Background: an optimization exercise with open tools, aiming at small area, a short achievable clock period and few clock cycles per item. Do not read the settings as production practice.
At most, simulation tests tie the RTL to the original design; equivalence was not proved.
No functional check of the RTL was part of run 1.

==> flow/design.v (outline; a module is shown in full before it is edited, if it fits) <==
// module wvb_sat_rom: 142 lines
// module wvb_colormap_top: 10837 lines
module wvb_colormap_top (
  input  logic        clk,
  input  logic        rst,
  input  logic        in_valid,
  output logic        in_stall,
  input  logic [15:0] in_ct_ref,
  input  logic [15:0] in_aff_ref,
  input  logic [15:0] in_ct_tar,
  input  logic [15:0] in_aff_tar,
  output logic        out_valid,
  input  logic        out_stall,
  output logic [15:0] out_blend,
  output logic [7:0]  out_red,
  output logic [7:0]  out_green,
  output logic [7:0]  out_blue,
  input  logic        cfg_valid,
  output logic        cfg_ready,
  input  logic [15:0] cfg_data
);
  // ...
==> flow/run.sh <==
#!/bin/bash
# synth_recipe.tcl (not shown) runs the flow's synth.tcl, then flattens the netlist and writes it again
# the make line also repeats each setting of config.mk as NAME=value (left out here)
make -C /OpenROAD-flow-scripts/flow DESIGN_CONFIG=/design/flow/config.mk WORK_HOME=/design/flow/orfs CLKGATE_MAP_FILE= SYNTH_SCRIPT=/design/flow/synth_recipe.tcl finish
==> flow/config.mk <==
export PLATFORM = sky130hd
export DESIGN_NAME = wvb_colormap_top
export DESIGN_NICKNAME = wvb_colormap_top
export VERILOG_FILES = /design/flow/design.v
export SDC_FILE = /design/flow/constraint.sdc
export NUM_CORES = 4
export LEC_CHECK = 0
export CAP_MARGIN = 20
export CORE_MARGIN = 2
export CORE_UTILIZATION = 55
export CTS_CLUSTER_DIAMETER = 100
export CTS_CLUSTER_SIZE = 20
export PLACE_DENSITY = 0.7
export SETUP_SLACK_MARGIN = 4.5
export SLEW_MARGIN = 20
==> flow/constraint.sdc <==
create_clock -name core_clock -period 8.0 [get_ports {clk}]
set_input_delay 1.6000 -clock core_clock [delete_from_list [all_inputs] [get_ports {clk}]]
set_output_delay 1.6000 -clock core_clock [all_outputs]
set_load 0.01 [all_outputs]
==> impl_metrics.csv, run 1 <==
group,metric,value,unit
outcome,outcome,"timing/DRC/antenna clean",
floorplan,start_util,0.554,
yosys,syn_area_per_cell,12.6,µm²
final_layout,largest_reg_flops,181,
global_routing,grt_pass1_vias,71552,
sta,fin_crit_sh,0.483,
floorplan,ios,128,
sta,fin_crit,3860,ps
floorplan,n_tap_cell,2788,
clocking,clock_latency,800,ps
min_path,holdCritPathClass,"register to register",
yosys,ys_types,88,
critical_path,rr_worst_depth,16,
clocking,clkTransAtPathRegs,80,ps
global_routing,grt_use_total,0.229,
final_layout,finalCoreUtilization,0.603,
yosys,synth-adder-area-share,0.184,
clocking,cts_root_buf,"clkbuf_16",
critical_path,critical-path-max-stage-delay,540,ps
global_routing,grtUsageMet3,0.0251,
yosys,synth_area,115000,µm²
routing,viasPerCell,5.68,
routing,ant_nets,0,
critical_path,r2r_start,"r21_cmm[15]",
yosys,synth_top_family_by_area,"adder cells",
critical_path,timing.critical_path.from,"r21_cmm[15]",
final_layout,regArea,59800,µm²
place,preCtsSetupSlack,3570,ps
yosys,synth_compound_area_frac,0.0853,
yosys,synth_simple_gate_area_frac,0.0775,
floorplan,coreArea,207000,µm²
sta,finalSetupTns,0,ps
yosys,synth_edf_count,1926,
==> run 2, diff against run 1 <==
--- a/flow/design.v
+++ b/flow/design.v
@@ -10916,55 +10916,72 @@
   assign fs_5165 = fc_5108 ^ fs_5109 ^ r21_cmm[112];
   assign fc_5166 = (fc_5108 & fs_5109) | (r21_cmm[112] & (fc_5108 ^ fs_5109));
   wire [0:0] fs_5167;
   wire [0:0] fc_5168;
   assign fs_5167 = fc_5110 ^ r21_cmm[113] ^ r21_cmm[114];
   assign fc_5168 = (fc_5110 & r21_cmm[113]) | (r21_cmm[114] & (fc_5110 ^ r21_cmm[113]));
   wire [61:0] cmm_5169;
   assign cmm_5169 = {r21_cmm[115], fc_5168, fs_5167, fc_5166, fs_5165, fc_5164, fs_5163, fc_5162, fs_5161, fc_5160, fs_5159, fc_5158, fs_5157, fc_5156, fs_5155, fc_5154, fs_5153, fc_5152, fs_5151, fc_5150, fs_5149, fc_5148, fs_5147, fc_5146, fs_5145, fc_5144, fs_5143, fc_5142, fs_5141, fc_5140, fs_5139, fc_5138, fs_5137, fc_5136, fs_5135, fc_5134, fs_5133, fc_5132, fs_5131, fc_5130, fs_5129, fc_5128, fs_5127, fc_5126, fs_5125, fc_5124, fs_5123, fc_5122, fs_5121, fc_5120, fs_5119, fc_5118, fs_5117, fc_5116, fs_5115, fc_5114, fs_5113, hc_5112, r21_cmm[4], hs_5111, r21_cmm[1], r21_cmm[0]};
-  wire [31:0] ra_5170;
-  wire [31:0] rb_5171;
-  assign ra_5170 = {1'b0, cmm_5169[60], cmm_5169[58], cmm_5169[56], cmm_5169[54], cmm_5169[52], cmm_5169[50], cmm_5169[48], cmm_5169[46], cmm_5169[44], cmm_5169[42], cmm_5169[40], cmm_5169[38], cmm_5169[36], cmm_5169[34], cmm_5169[32], cmm_5169[30], cmm_5169[28], cmm_5169[26], cmm_5169[24], cmm_5169[22], cmm_5169[20], cmm_5169[18], cmm_5169[16], cmm_5169[14], cmm_5169[12], cmm_5169[10], cmm_5169[8], cmm_5169[6], cmm_5169[4], cmm_5169[2], cmm_5169[0]};
-  assign rb_5171 = {1'b0, cmm_5169[61], cmm_5169[59], cmm_5169[57], cmm_5169[55], cmm_5169[53], cmm_5169[51], cmm_5169[49], cmm_5169[47], cmm_5169[45], cmm_5169[43], cmm_5169[41], cmm_5169[39], cmm_5169[37], cmm_5169[35], cmm_5169[33], cmm_5169[31], cmm_5169[29], cmm_5169[27], cmm_5169[25], cmm_5169[23], cmm_5169[21], cmm_5169[19], cmm_5169[17], cmm_5169[15], cmm_5169[13], cmm_5169[11], cmm_5169[9], cmm_5169[7], cmm_5169[5], cmm_5169[3], cmm_5169[1]};
-  wire [31:0] p_5172;
-  assign p_5172 = ra_5170 + rb_5171;
-  wire [15:0] P_5173;
-  assign P_5173 = p_5172[31:16];
-  wire [2:0] sc_5174;
-  assign sc_5174 = r21_sec;
   reg v22;
   reg [15:0] r22_bN;
+  reg [2:0] r22_sec;
+  reg [61:0] r22_cmm;
   reg [7:0] r22_sv;
-  reg [15:0] r22_P;
-  reg [2:0] r22_sc;
   always @(posedge clk) begin
     if (rst) v22 <= 1'b0;
     else if (pe) v22 <= v21;
   end
   always @(posedge clk) begin
     if (pe) begin
       r22_bN <= r21_bN;
+      r22_sec <= r21_sec;
+      r22_cmm <= cmm_5169;
       r22_sv <= r21_sv;
-      r22_P <= P_5173;
-      r22_sc <= sc_5174;
+    end
+  end
+  wire [31:0] ra_5170;
+  wire [31:0] rb_5171;
+  assign ra_5170 = {1'b0, r22_cmm[60], r22_cmm[58], r22_cmm[56], r22_cmm[54], r22_cmm[52], r22_cmm[50], r22_cmm[48], r22_cmm[46], r22_cmm[44], r22_cmm[42], r22_cmm[40], r22_cmm[38], r22_cmm[36], r22_cmm[34], r22_cmm[32], r22_cmm[30], r22_cmm[28], r22_cmm[26], r22_cmm[24], r22_cmm[22], r22_cmm[20], r22_cmm[18], r22_cmm[16], r22_cmm[14], r22_cmm[12], r22_cmm[10], r22_cmm[8], r22_cmm[6], r22_cmm[4], r22_cmm[2], r22_cmm[0]};
+  assign rb_5171 = {1'b0, r22_cmm[61], r22_cmm[59], r22_cmm[57], r22_cmm[55], r22_cmm[53], r22_cmm[51], r22_cmm[49], r22_cmm[47], r22_cmm[45], r22_cmm[43], r22_cmm[41], r22_cmm[39], r22_cmm[37], r22_cmm[35], r22_cmm[33], r22_cmm[31], r22_cmm[29], r22_cmm[27], r22_cmm[25], r22_cmm[23], r22_cmm[21], r22_cmm[19], r22_cmm[17], r22_cmm[15], r22_cmm[13], r22_cmm[11], r22_cmm[9], r22_cmm[7], r22_cmm[5], r22_cmm[3], r22_cmm[1]};
+  wire [31:0] p_5172;
+  assign p_5172 = ra_5170 + rb_5171;
+  wire [15:0] P_5173;
+  assign P_5173 = p_5172[31:16];
+  wire [2:0] sc_5174;
+  assign sc_5174 = r22_sec;
+  reg v23;
+  reg [15:0] r23_bN;
+  reg [7:0] r23_sv;
+  reg [15:0] r23_P;
+  reg [2:0] r23_sc;
+  always @(posedge clk) begin
+    if (rst) v23 <= 1'b0;
+    else if (pe) v23 <= v22;
+  end
+  always @(posedge clk) begin
+    if (pe) begin
+      r23_bN <= r22_bN;
+      r23_sv <= r22_sv;
+      r23_P <= P_5173;
+      r23_sc <= sc_5174;
     end
   end
   wire [7:0] mv_5175;
-  assign mv_5175 = ~(r22_P[15:8] + {7'd0, r22_P[7:0] > r22_P[15:8]});
+  assign mv_5175 = ~(r23_P[15:8] + {7'd0, r23_P[7:0] > r23_P[15:8]});
   wire [7:0] r_5176;
   wire [7:0] g_5177;
   wire [7:0] b_5178;
-  assign r_5176 = (r22_sc == 3'd1 || r22_sc == 3'd4) ? mv_5175 : (r22_sc == 3'd2 || r22_sc == 3'd3) ? r22_sv : 8'd255;
-  assign g_5177 = (r22_sc == 3'd3 || r22_sc == 3'd0 || r22_sc > 3'd4) ? mv_5175 : (r22_sc == 3'd4) ? r22_sv : 8'd255;
-  assign b_5178 = (r22_sc == 3'd2) ? mv_5175 : (r22_sc == 3'd1 || r22_sc == 3'd0 || r22_sc > 3'd4) ? r22_sv : 8'd255;
+  assign r_5176 = (r23_sc == 3'd1 || r23_sc == 3'd4) ? mv_5175 : (r23_sc == 3'd2 || r23_sc == 3'd3) ? r23_sv : 8'd255;
+  assign g_5177 = (r23_sc == 3'd3 || r23_sc == 3'd0 || r23_sc > 3'd4) ? mv_5175 : (r23_sc == 3'd4) ? r23_sv : 8'd255;
+  assign b_5178 = (r23_sc == 3'd2) ? mv_5175 : (r23_sc == 3'd1 || r23_sc == 3'd0 || r23_sc > 3'd4) ? r23_sv : 8'd255;
   wire [15:0] bl_5179;
-  assign bl_5179 = r22_bN;
+  assign bl_5179 = r23_bN;
   wire [39:0] res = {bl_5179, r_5176, g_5177, b_5178};
-  wire        res_v = v22;
+  wire        res_v = v23;
   always @(posedge clk) begin
     if (rst) begin
       out_valid <= 1'b0;
       skid_full <= 1'b0;
     end else begin
       out_valid <= skid_full | (out_valid & out_stall) | res_v;
       skid_full <= out_stall & (skid_full | (res_v & out_valid));
     end
==> run 2 against run 1 <==
  * Via count rose by 2.6%
  * Maximum frequency rose by 9.9%
  * Die area rose by 2.0%
  * Register-to-register slack improved by 350 ps
  * Worst hold slack got worse by 4.1 ps
  * Critical path depth fell by 3
  * Highest routed layer is now met5
  * Non-clock buffer count rose by 27
  * Wire length rose by 4.6%
  * First-iteration DRC count fell by 7.8%
==> impl_metrics.csv, run 2 <==
group,metric,value,unit
final_layout,nNetsFinal,10958,
sta,fin_worst_skew,35.6,ps
clocking,cts_root_buf,"clkbuf_16",
routing,drtPass1Iterations,6,
yosys,yosysMostFrequentCell,"edfxtp_1",
outcome,outcome,"timing/DRC/antenna clean",
yosys,ys_ff_latch,2113,
final_layout,largest-register,"r2_nmm",
global_routing,grt_max_degree,171,
global_routing,antenna_found_initial,4,
yosys,yosysTopAreaCell,"edfxtp_1",
clocking,cts_buffers,130,
critical_path,required,8550,ps
critical_path,r2r-end,"r9_hR[12]",
clocking,clock_latency,810,ps
sta,finalSetupViolations,0,
routing,ant_nets,0,
yosys,synth_area,117000,µm²
yosys,netlist_instances,9280,
yosys,ys.flop_type,"edfxtp_1",
critical_path,end_kind,"register",
floorplan,coreArea,212000,µm²
yosys,ys_async_sr_fraction,0,
routing,wirelength,255000,µm
sta,hold_viol,0,
critical_path,crit_path_end,"r9_hR[12]",
routing,viasPerCell,5.70,
final_layout,layout_common_cells,"edfxtp_1 (2,015), inv_1 (1,103), ha_1 (713)",
global_routing,grt_use_total,0.232,
critical_path,cp_num_buf_inv,2,
yosys,yosys_warnings,2,
sta,max-slew-margin-rel,0.224,
critical_path,r2r_start,"r8_swd[2]",
final_layout,final_common_cell,"edfxtp_1",
critical_path,critical-path-max-stage-delay,530,ps
clocking,tritoncts,"yes",
final_layout,largest_reg_flops,181,
place,gp_congestion,0.877,
sta,fin_hold_ws,402,ps
yosys,ys_types,97,
floorplan,die-height,466,µm
flow_run,drv_cap,0,
final_layout,fill_cells,16317,
floorplan,dieArea,217000,µm²
routing,wl_per_cell,20.6,µm
floorplan,rows,169,
sta,finalSetupTns,0,ps
yosys,syn_nets,10692,
global_routing,grt.overflow.total,0,
critical_path,critical_path.top_delay_family,"compound AO/OA/AOI/OAI gates",
critical_path,slowest_stage,"a2111oi_4",
global_routing,grt_pass1_vias,73079,
routing,drcViolationCount,0,
critical_path,start_kind,"register",
routing,num_vias,70756,
floorplan,start_util,0.553,
sta,rsz0062_at_grt,"true",
critical_path,worst_path_most_repeated_cell,"o21ai_2",
sta,fin_crit,3510,ps
critical_path,cp_num_cells,13,
yosys,synthTopCellsByCount,"edfxtp_1 (2,015), inv_1 (1,118), ha_1 (723), nor2_1 (660), fa_1 (604)",
sta,worst_slew_pin_slew,1160,ps
critical_path,arrival,4060,ps
critical_path,rr_worst_depth,13,
yosys,synth_edf_count,2015,
floorplan,dieWidth,466,µm
clocking,cts.sinks,2113,
critical_path,reg2reg_slack,4490,ps
min_path,holdCritPathClass,"register to register",
global_routing,grt_pass1_wl,398000,µm
final_layout,area_delta_synth_final,9.74,%
sta,max_freq,285,MHz
critical_path,path_max_fanout,4,
floorplan,ios,128,
yosys,synthDominantCellAreaShare,0.516,
critical_path,crit_chain,"inv_2, ha_4, nor2b_4, o21ai_2, a21boi_2, o211a_1, o21ai_2, nand3b_1, a2111oi_4, o31ai_4, a21oi_4, clkbuf_16, mux2_4",
place,dp_hpwl,178000,µm
yosys,syn_area_per_cell,12.6,µm²
place,io_buffers,126,
yosys,synth_seq_area_share,0.533,
clocking,htreeDepth,4,
sta,slew_viol_final,0,
final_layout,final_layout_size_suffix_gt1_frac,0.0951,
sta,fin_crit_sh,0.439,
critical_path,timing.critical_path.from,"r8_swd[2]",
routing,dr.first_iter.drc_count,5122,
clocking,clkTransAtPathRegs,80,ps
critical_path,critPathKind,"register to register",
final_layout,top_regs,"r2_nmm (181), r21_cmm (116), r3_nmm (66)",
clocking,clockBufferDepth,3,
yosys,netlist_top_cells_area,"edfxtp_1 (52%), fa_1 (10%), ha_1 (7.7%)",
==> run 2: cells by family (layout without fill, tap and decap cells) <==
kind of cell / after synthesis / after routing / share of synthesized area
compound gates: 1698 / 1708 / 0.0932
xor+xnor: 672 / 672 / 0.0502
fa+ha+maj: 1327 / 1327 / 0.180
buf+inv: 1439 / 1744 / 0.0471
flops: 2113 / 2113 / 0.533
mux: 241 / 241 / 0.0225
other cells: 1 / 3 / 0.0000320
simple gates: 1789 / 1791 / 0.0735
==> run 2: repair_timing <==
item	in CTS	in global routing
pin swaps	33	73
cloned	12	9
endpoints found under the setup margin	529	398
buffers inserted	72	155
gates resized for setup	136	189
hold buffers	0	0
==> run 2: cell type report <==
cell class	instances	area [µm²]	area share
flip-flops and latches	2113	62500	0.486
multi-input cells	5740	50500	0.393
inverters	1130	4300	0.0334
repair buffers	424	4010	0.0312
well taps	2821	3530	0.0274
clock buffers	153	3360	0.0261
clock inverters	30	345	0.00268
repair inverters	7	60.1	0.000467
diodes	2	5.00	0.0000389
==> run 2: worst min path at each step <==
stage / start / slack (ps) / endpoint / cells past startpoint
floorplan: r9_bN[9] / 400 / r10_bN[10] / 0
global placement: r16_bN[3] / 400 / r17_bN[4] / 0
detailed placement: r10_hq[1] / 400 / r11_hq[2] / 0
CTS: r13_bN[10] / 410 / r14_bN[11] / 0
global route: r21_bN[11] / 410 / r22_bN[11] / 0
finish: r13_bN[10] / 400 / r14_bN[11] / 0
==> run 2: through the flow <==
step | cell area, µm² | setup slack, ps | utilization | instances
3_5_place_dp | 121000 | 3900 | 0.573 | 11987
2_1_floorplan | 117000 | -22840 | - | 9280
6_report | 129000 | 4490 | 0.607 | 12420
5_1_grt | 129000 | 4410 | 0.607 | 12419
4_1_cts | 126000 | 4410 | 0.597 | 12254
3_3_place_gp | 121000 | 3990 | 0.573 | 11987
==> run 2: layer usage <==
layer	vias up	wire length (µm)	GRT usage
met5	-	12	0
met4	2	11100	0.0909
met3	541	11800	0.0289
met2	2017	131000	0.413
met1	35130	101000	0.289
li1	33066	-	-
Testbench counts of run 2, summed over its fixed seeds: cycles 12,200, items 12,000.

-- afterwards: timing with drivers on the ports --
In the flow no input, the clock included, has a driving cell. The finished layouts below were timed again as built, in two steps. Step 1 assumes that a clkbuf_16 drives the clock port and a buf_2 every other input. Step 2 also shifts input and output timing later by t, the mid clock arrival at the registers, as if the neighbouring blocks saw the same clock. Slacks: ideal / step 1 / step 2; pairs: ideal / step 1.
| run | t, ns | slack for setup (ns) | hold WS [ns] | worst setup path at the end | pins driven straight from the clock port |
|---|---|---|---|---|---|
| run 1 | 0.867 | 4.140 / 4.140 / 4.140 | 0.406 / 0.406 / 0.406 | register to register | 1 |
| run 2 | 0.875 | 4.489 / 4.489 / 4.279 | 0.402 / 0.402 / 0.402 | input to register | 1 |
After both steps every run listed still meets setup and hold. The setup slack of run 2, which loses most, moves by 0.000 ns with the drivers and by -0.210 ns with both steps.
